This is an optimization exercise on Yosys and OpenROAD, whose aim is a short achievable clock period and few clock cycles, not a production implementation. RTL that was checked went through simulation tests only; none was proved equivalent to the original. No driver is modelled on the clock port, so clock power and skew are understated where the tree is cut down; a real chip needs a root buffer or a tree. Power is estimated from default activity; no workload was simulated.

## run A
==> module ahb_master, before the edit <==
module ahb_master (
    input  logic                            i_clk,
    input  logic                            i_reset_n,
    input  logic                            i_req_valid,
    input  ahb_master_pkg::ahb_req_t        i_req,
    input  logic                            i_wdata_valid,
    input  ahb_master_pkg::data_t           i_wdata,
    output logic                            o_rdata_valid,
    output ahb_master_pkg::data_t           o_rdata,
    output logic                            o_busy,
    output logic                            o_err,
    output ahb_master_pkg::ahb_addr_phase_t o_ahb,
    output ahb_master_pkg::data_t           o_hwdata,
    input  ahb_master_pkg::data_t           i_hrdata,
    input  logic                            i_hready,
    input  logic                            i_hresp
);
    ahb_master_pkg::ahb_req_t q0, q1;
    logic       qv0;        
    logic       busy_q;     
    logic       take;
    logic       pop;
    assign take = i_req_valid && !busy_q;
    ahb_master_pkg::addr_t   haddr_q;
    ahb_master_pkg::htrans_e htrans_q;
    ahb_master_pkg::hburst_t hburst_q;
    logic                    hwrite_q;
    logic                    hlock_q;
    ahb_master_pkg::beat_cnt_t rem_q;    
    logic                    more_q;     
    logic                    rem1_q;     
    logic [ahb_master_pkg::FIFO_DEPTH-1:0] credit_q;
    logic                    credit_nz_q;
    assign credit_nz_q = credit_q[0];
    logic                    cur_xfer;      
    logic                    in_burst;      
    logic                    head_ok;       
    logic                    nx_start;
    ahb_master_pkg::htrans_e nx_htrans;
    logic                    nx_wr_issue;   
    logic [1:0]              hb;
    assign cur_xfer = htrans_q[1];
    assign in_burst = more_q;
    assign head_ok  = qv0 && (!q0.write || credit_nz_q);
    assign nx_start = !in_burst && head_ok;
    assign hb       = q0.burst;
    always_comb begin
        if (in_burst) begin
            nx_htrans = (!hwrite_q || credit_nz_q) ? ahb_master_pkg::HTRANS_SEQ
                                                   : ahb_master_pkg::HTRANS_BUSY;
        end else if (head_ok) begin
            nx_htrans = ahb_master_pkg::HTRANS_NONSEQ;
        end else begin
            nx_htrans = ahb_master_pkg::HTRANS_IDLE;
        end
    end
    assign nx_wr_issue = in_burst ? (hwrite_q && credit_nz_q) : (nx_start && q0.write);
    assign pop         = i_hready && nx_start;
    always_ff @(posedge i_clk or negedge i_reset_n) begin
        if (!i_reset_n) begin
            htrans_q <= ahb_master_pkg::HTRANS_IDLE;
            hlock_q  <= 1'b0;
            rem_q    <= '0;
            more_q   <= 1'b0;
            rem1_q   <= 1'b0;
            hwrite_q <= 1'b0;
        end else if (i_hready) begin
            htrans_q <= nx_htrans;
            hlock_q  <= (nx_htrans != ahb_master_pkg::HTRANS_IDLE);
            if (nx_start) begin
                rem_q    <= {hb == 2'd3, hb[1], hb != 2'd0, hb != 2'd0};
                more_q   <= (hb != 2'd0);
                rem1_q   <= 1'b0;
                hwrite_q <= q0.write;
            end else if (in_burst && nx_htrans == ahb_master_pkg::HTRANS_SEQ) begin
                rem_q  <= rem_q - ahb_master_pkg::beat_cnt_t'(1);
                more_q <= !rem1_q;
                rem1_q <= (rem_q == 4'd2);
            end
        end
    end
    always_ff @(posedge i_clk) begin
        if (i_hready) begin
            if (nx_start) begin
                haddr_q  <= q0.addr;
                hburst_q <= {hb[1], hb[0], hb != 2'd0};
            end else if (cur_xfer) begin
                haddr_q  <= {haddr_q[31:2] + 30'd1, haddr_q[1:0]};
            end
        end
    end
    always_ff @(posedge i_clk or negedge i_reset_n) begin
        if (!i_reset_n) begin
            qv0    <= 1'b0;
            busy_q <= 1'b0;
        end else begin
            case ({take, pop})
                2'b10: begin
                    qv0    <= 1'b1;
                    busy_q <= qv0;
                end
                2'b01: begin
                    qv0    <= busy_q;
                    busy_q <= 1'b0;
                end
                default: ;
            endcase
        end
    end
    always_ff @(posedge i_clk) begin
        if (pop) begin
            q0 <= busy_q ? q1 : i_req;
        end else if (!qv0) begin
            q0 <= i_req;
        end
        if (qv0 && !busy_q && !pop) begin
            q1 <= i_req;
        end
    end
    ahb_master_pkg::data_t mem [ahb_master_pkg::FIFO_DEPTH];
    logic [3:0]            wptr;
    logic [3:0]            dptr;         
    ahb_master_pkg::data_t hwdata_q;
    logic                  wr_issue;
    logic                  cr_up, cr_dn;
    assign wr_issue = i_hready && nx_wr_issue;
    assign cr_up    = i_wdata_valid && !wr_issue;
    assign cr_dn    = !i_wdata_valid && wr_issue;
    always_ff @(posedge i_clk or negedge i_reset_n) begin
        if (!i_reset_n) begin
            wptr        <= '0;
            dptr        <= '0;
            credit_q    <= '0;
        end else begin
            if (i_wdata_valid) begin
                wptr <= wptr + 4'd1;
            end
            if (i_hready && cur_xfer && hwrite_q) begin
                dptr <= dptr + 4'd1;
            end
            if (cr_up) begin
                credit_q <= {credit_q[ahb_master_pkg::FIFO_DEPTH-2:0], 1'b1};
            end else if (cr_dn) begin
                credit_q <= {1'b0, credit_q[ahb_master_pkg::FIFO_DEPTH-1:1]};
            end
        end
    end
    always_ff @(posedge i_clk) begin
        if (i_wdata_valid) begin
            mem[wptr] <= i_wdata;
        end
        if (i_hready && cur_xfer && hwrite_q) begin
            hwdata_q <= mem[dptr];
        end
    end
    logic                  dvalid_q;
    logic                  dwrite_q;
    logic                  rdv_q;
    logic                  err_q;
    ahb_master_pkg::data_t rdata_q;
    always_ff @(posedge i_clk or negedge i_reset_n) begin
        if (!i_reset_n) begin
            dvalid_q <= 1'b0;
            dwrite_q <= 1'b0;
            rdv_q    <= 1'b0;
            err_q    <= 1'b0;
        end else begin
            if (i_hready) begin
                dvalid_q <= cur_xfer;
                dwrite_q <= hwrite_q;
            end
            rdv_q <= dvalid_q && !dwrite_q && i_hready;
            err_q <= dvalid_q && i_hready && i_hresp;
        end
    end
    always_ff @(posedge i_clk) begin
        rdata_q <= i_hrdata;
    end
    assign o_busy        = busy_q;
    assign o_rdata_valid = rdv_q;
    assign o_rdata       = rdata_q;
    assign o_err         = err_q;
    assign o_hwdata      = hwdata_q;
    assign o_ahb.haddr     = haddr_q;
    assign o_ahb.htrans    = htrans_q;
    assign o_ahb.hburst    = hburst_q;
    assign o_ahb.hsize     = ahb_master_pkg::HSIZE_WORD;
    assign o_ahb.hwrite    = hwrite_q;
    assign o_ahb.hmastlock = hlock_q;
endmodule
clock: 6.0 ns
lec_check: 0
abc_clock_period_in_ps: 1500
cap_margin: 20
core_margin: 2
core_utilization: 40
setup_slack_margin: 4.5
slew_margin: 20
run.sh (not shown) runs the stock make flow with config.mk's settings and CLKGATE_MAP_FILE= SYNTH_SCRIPT=/design/flow/synth_recipe.tcl, a recipe that flattens the netlist after the stock synthesis.
diff inputs: run A => run B
-- flow/design.v --
<<< run A, line 161
    end
    ahb_master_pkg::data_t mem [ahb_master_pkg::FIFO_DEPTH];
    logic [3:0]            wptr;
    logic [3:0]            dptr;         
    ahb_master_pkg::data_t hwdata_q;
    logic                  wr_issue;
    logic                  cr_up, cr_dn;
>>> run B, line 161
    end
    ahb_master_pkg::data_t mem [ahb_master_pkg::FIFO_DEPTH];
    logic [ahb_master_pkg::FIFO_DEPTH-1:0] wsel;    
    logic [ahb_master_pkg::FIFO_DEPTH-1:0] dsel;    
    ahb_master_pkg::data_t hwdata_q;
    ahb_master_pkg::data_t head_word;
    logic                  wr_issue;
    logic                  cr_up, cr_dn;
<<< run A, line 171
    always_ff @(posedge i_clk or negedge i_reset_n) begin
        if (!i_reset_n) begin
            wptr        <= '0;
            dptr        <= '0;
            credit_q    <= '0;
        end else begin
            if (i_wdata_valid) begin
                wptr <= wptr + 4'd1;
            end
            if (i_hready && cur_xfer && hwrite_q) begin
                dptr <= dptr + 4'd1;
            end
            if (cr_up) begin
>>> run B, line 172
    always_ff @(posedge i_clk or negedge i_reset_n) begin
        if (!i_reset_n) begin
            wsel        <= ahb_master_pkg::FIFO_DEPTH'(1);
            dsel        <= ahb_master_pkg::FIFO_DEPTH'(1);
            credit_q    <= '0;
        end else begin
            if (i_wdata_valid) begin
                wsel <= {wsel[ahb_master_pkg::FIFO_DEPTH-2:0], wsel[ahb_master_pkg::FIFO_DEPTH-1]};
            end
            if (i_hready && cur_xfer && hwrite_q) begin
                dsel <= {dsel[ahb_master_pkg::FIFO_DEPTH-2:0], dsel[ahb_master_pkg::FIFO_DEPTH-1]};
            end
            if (cr_up) begin
<<< run A, line 188
        end
    end
    always_ff @(posedge i_clk) begin
        if (i_wdata_valid) begin
            mem[wptr] <= i_wdata;
        end
        if (i_hready && cur_xfer && hwrite_q) begin
            hwdata_q <= mem[dptr];
        end
    end
>>> run B, line 189
        end
    end
    always_comb begin
        head_word = '0;
        for (int k = 0; k < ahb_master_pkg::FIFO_DEPTH; k++) begin
            head_word = head_word | (mem[k] & {ahb_master_pkg::DATA_W{dsel[k]}});
        end
    end
    always_ff @(posedge i_clk) begin
        for (int k = 0; k < ahb_master_pkg::FIFO_DEPTH; k++) begin
            if (i_wdata_valid && wsel[k]) begin
                mem[k] <= i_wdata;
            end
        end
        if (i_hready && cur_xfer && hwrite_q) begin
            hwdata_q <= head_word;
        end
    end
==> comparison <==
No stage failed in run B, and the final checks on the layout all came back clean. Between run A and run B, the count of buffers not belonging to the clock network in the layout is lower for run B. Compared with run A, routed length on met1 in run B increased by a few percent. Number of rows in the core area (higher): run A. Changes observed in run B relative to run A: combinational share of power moved down; post-synthesis cell count moved up. Number of maximum-capacitance violations came out exactly the same in run A and run B. On run B: worst setup slack is 0.080 ns lower than what run A gave. Run A → run B: data required time at the worst endpoint comparable; final critical-path share of the clock period now larger; number of cells on the worst reg-to-reg path now larger; met2 track demand over resource now smaller. Comparing run A and run B, the lower final design area excluding fillers was measured on run B. Actual slew at the worst max-slew pin in run B vs run A: down 0.19 ns.
No functional check of the RTL was part of any run of this note.

---

Another version of the RTL of ahb_master (not shown whole).
Size in the first run: roughly 2,200 cells after synthesis, about 850 flip-flops, roughly 210 I/O pins, about 33,000 µm² of cells after synthesis.
==> flow/config.mk <==
export PLATFORM = sky130hd
export DESIGN_NAME = ahb_master
export DESIGN_NICKNAME = ahb_master
export VERILOG_FILES = /design/flow/design.v
export SDC_FILE = /design/flow/constraint.sdc
export NUM_CORES = 4
export LEC_CHECK = 0
export ABC_CLOCK_PERIOD_IN_PS = 1500
export CAP_MARGIN = 20
export CORE_MARGIN = 2
export CORE_UTILIZATION = 55
export SETUP_SLACK_MARGIN = 4.0
export SLEW_MARGIN = 20
==> flow/constraint.sdc <==
create_clock -name core_clock -period 6.0 [get_ports {i_clk}]
set_input_delay 1.2000 -clock core_clock [delete_from_list [all_inputs] [get_ports {i_clk}]]
set_output_delay 1.2000 -clock core_clock [all_outputs]
set_load 0.01 [all_outputs]
standard.sh (not shown) runs the stock make flow with config.mk's settings and CLKGATE_MAP_FILE= SYNTH_SCRIPT=/design/flow/synth_recipe.tcl, a recipe that flattens the netlist after the stock synthesis.
==> flow/flow/run.sh <==
#!/bin/bash
# The standard layout, except for the clock tree: flow/mycts.tcl builds a
# two-level tree (the clock port feeds 4 root buf_16, each of
# which feeds the clkbuf_16 leaf buffers of its part of the die, each
# leaf feeding at most 20 flip-flops) in place of TritonCTS's
# three-level H-tree. Everything else, synthesis included, is standard.sh.
set -euo pipefail
cd "$(dirname "$0")/.."
export PRE_CTS_TCL="$PWD/flow/mycts.tcl"
bash standard.sh finish > standard.log 2>&1
Other scripts of this flow, unchanged in this note and not shown: flow/flow/mycts.tcl
Testbench counts at the start, summed over its fixed seeds: cycles 14,166.
Rerun with:
--- a/flow/design.v
+++ b/flow/design.v
@@ -71,18 +71,16 @@
     logic                      more_q;     
     logic                      rem1_q;     
     logic [31:10]              hi_q;
     logic [9:2]                lo_q;
     logic [1:0]                a10_q;
     logic                      lo_full_q;  
     logic [31:10]              hi_inc_q;   
     logic                      inc_ok_q;   
-    logic [31:10]              q0_inc_q;   
-    logic                      q0_new_q;   
     logic [DEPTH-1:0]          credit_q;
     logic                      credit_nz;
     assign credit_nz = credit_q[0];
     logic                    cur_xfer;      
     logic                    head_ok;       
     logic                    nx_start;      
     logic                    nx_seq;        
     ahb_master_pkg::htrans_e nx_htrans;
@@ -143,26 +141,23 @@
             if (nx_start) begin
                 bcode_q   <= hb;
                 hwrite_q  <= q0.write;
                 lo_full_q <= (q0.addr[9:2] == 8'hff);
             end else if (nx_seq) begin
                 lo_full_q <= (lo_q == 8'hfe);
             end
         end
-        hi_inc_q <= pop ? q0_inc_q : hi_q + 22'd1;
-        q0_inc_q <= q0.addr[31:10] + 22'd1;
+        hi_inc_q <= hi_q + 22'd1;
     end
     always_ff @(posedge i_clk or negedge i_reset_n) begin
         if (!i_reset_n) begin
             inc_ok_q <= 1'b0;
-            q0_new_q <= 1'b1;
         end else begin
-            inc_ok_q <= !(pop && q0_new_q);
-            q0_new_q <= pop || !qv0;
+            inc_ok_q <= !pop;
         end
     end
     ahb_master_pkg::addr_t   haddr_o;
     ahb_master_pkg::hburst_t hburst_nx;
     ahb_master_pkg::hburst_t hburst_o;
     logic                    hwrite_o;
     ahb_master_pkg::htrans_e htrans_o;
     logic                    hlock_o;
What happened: Final area went down by 6.4%. Total power decreases by 7.2%. Global-route usage drops by 1.2 points. Die area drops by 2.7%. Sequential power shrinks by 4.2%. Hold slack improves by 0.019 ns. First-iteration DRC count falls by 2.0%.
Testbench counts after the change, summed over its fixed seeds: cycles 14,174.
In every run of this note, the design's own scripts or RTL, not TritonCTS, make the clock network.

-- re-timing with driven ports --
The results above use ideal ports. As a check the final layouts listed here were re-extracted and re-timed, cells and wires unchanged. Step 1 sets driving cells, clkbuf_16 on the clock port and buf_2 on the other inputs (assumed; they add their load-dependent delay and slew). Step 2 times the ports against the registers' clock, not the clock port: input delays grow and output delays shrink by t, the midpoint of the rising clock arrivals with the driver on. a / b / c = no drivers / after step 1 / after step 2; a / b = the first two.
run | t (ns) | setup WS [ns] | worst slew at a driven data input, ns
run A | 0.675 | 3.560 / 3.495 / 3.398 | 0.09
run B | 0.675 | 3.480 / 3.419 / 3.383 | 0.19
the first run of note 2 | 0.538 | 3.884 / 3.731 / 3.448 | 0.23
the second run of note 2 | 0.532 | 3.864 / 3.715 / 3.548 | 0.08
After both steps every run listed still meets setup and hold. The setup slack of the first run of note 2, which loses most, moves by -0.153 ns with the drivers and by -0.436 ns with both steps.
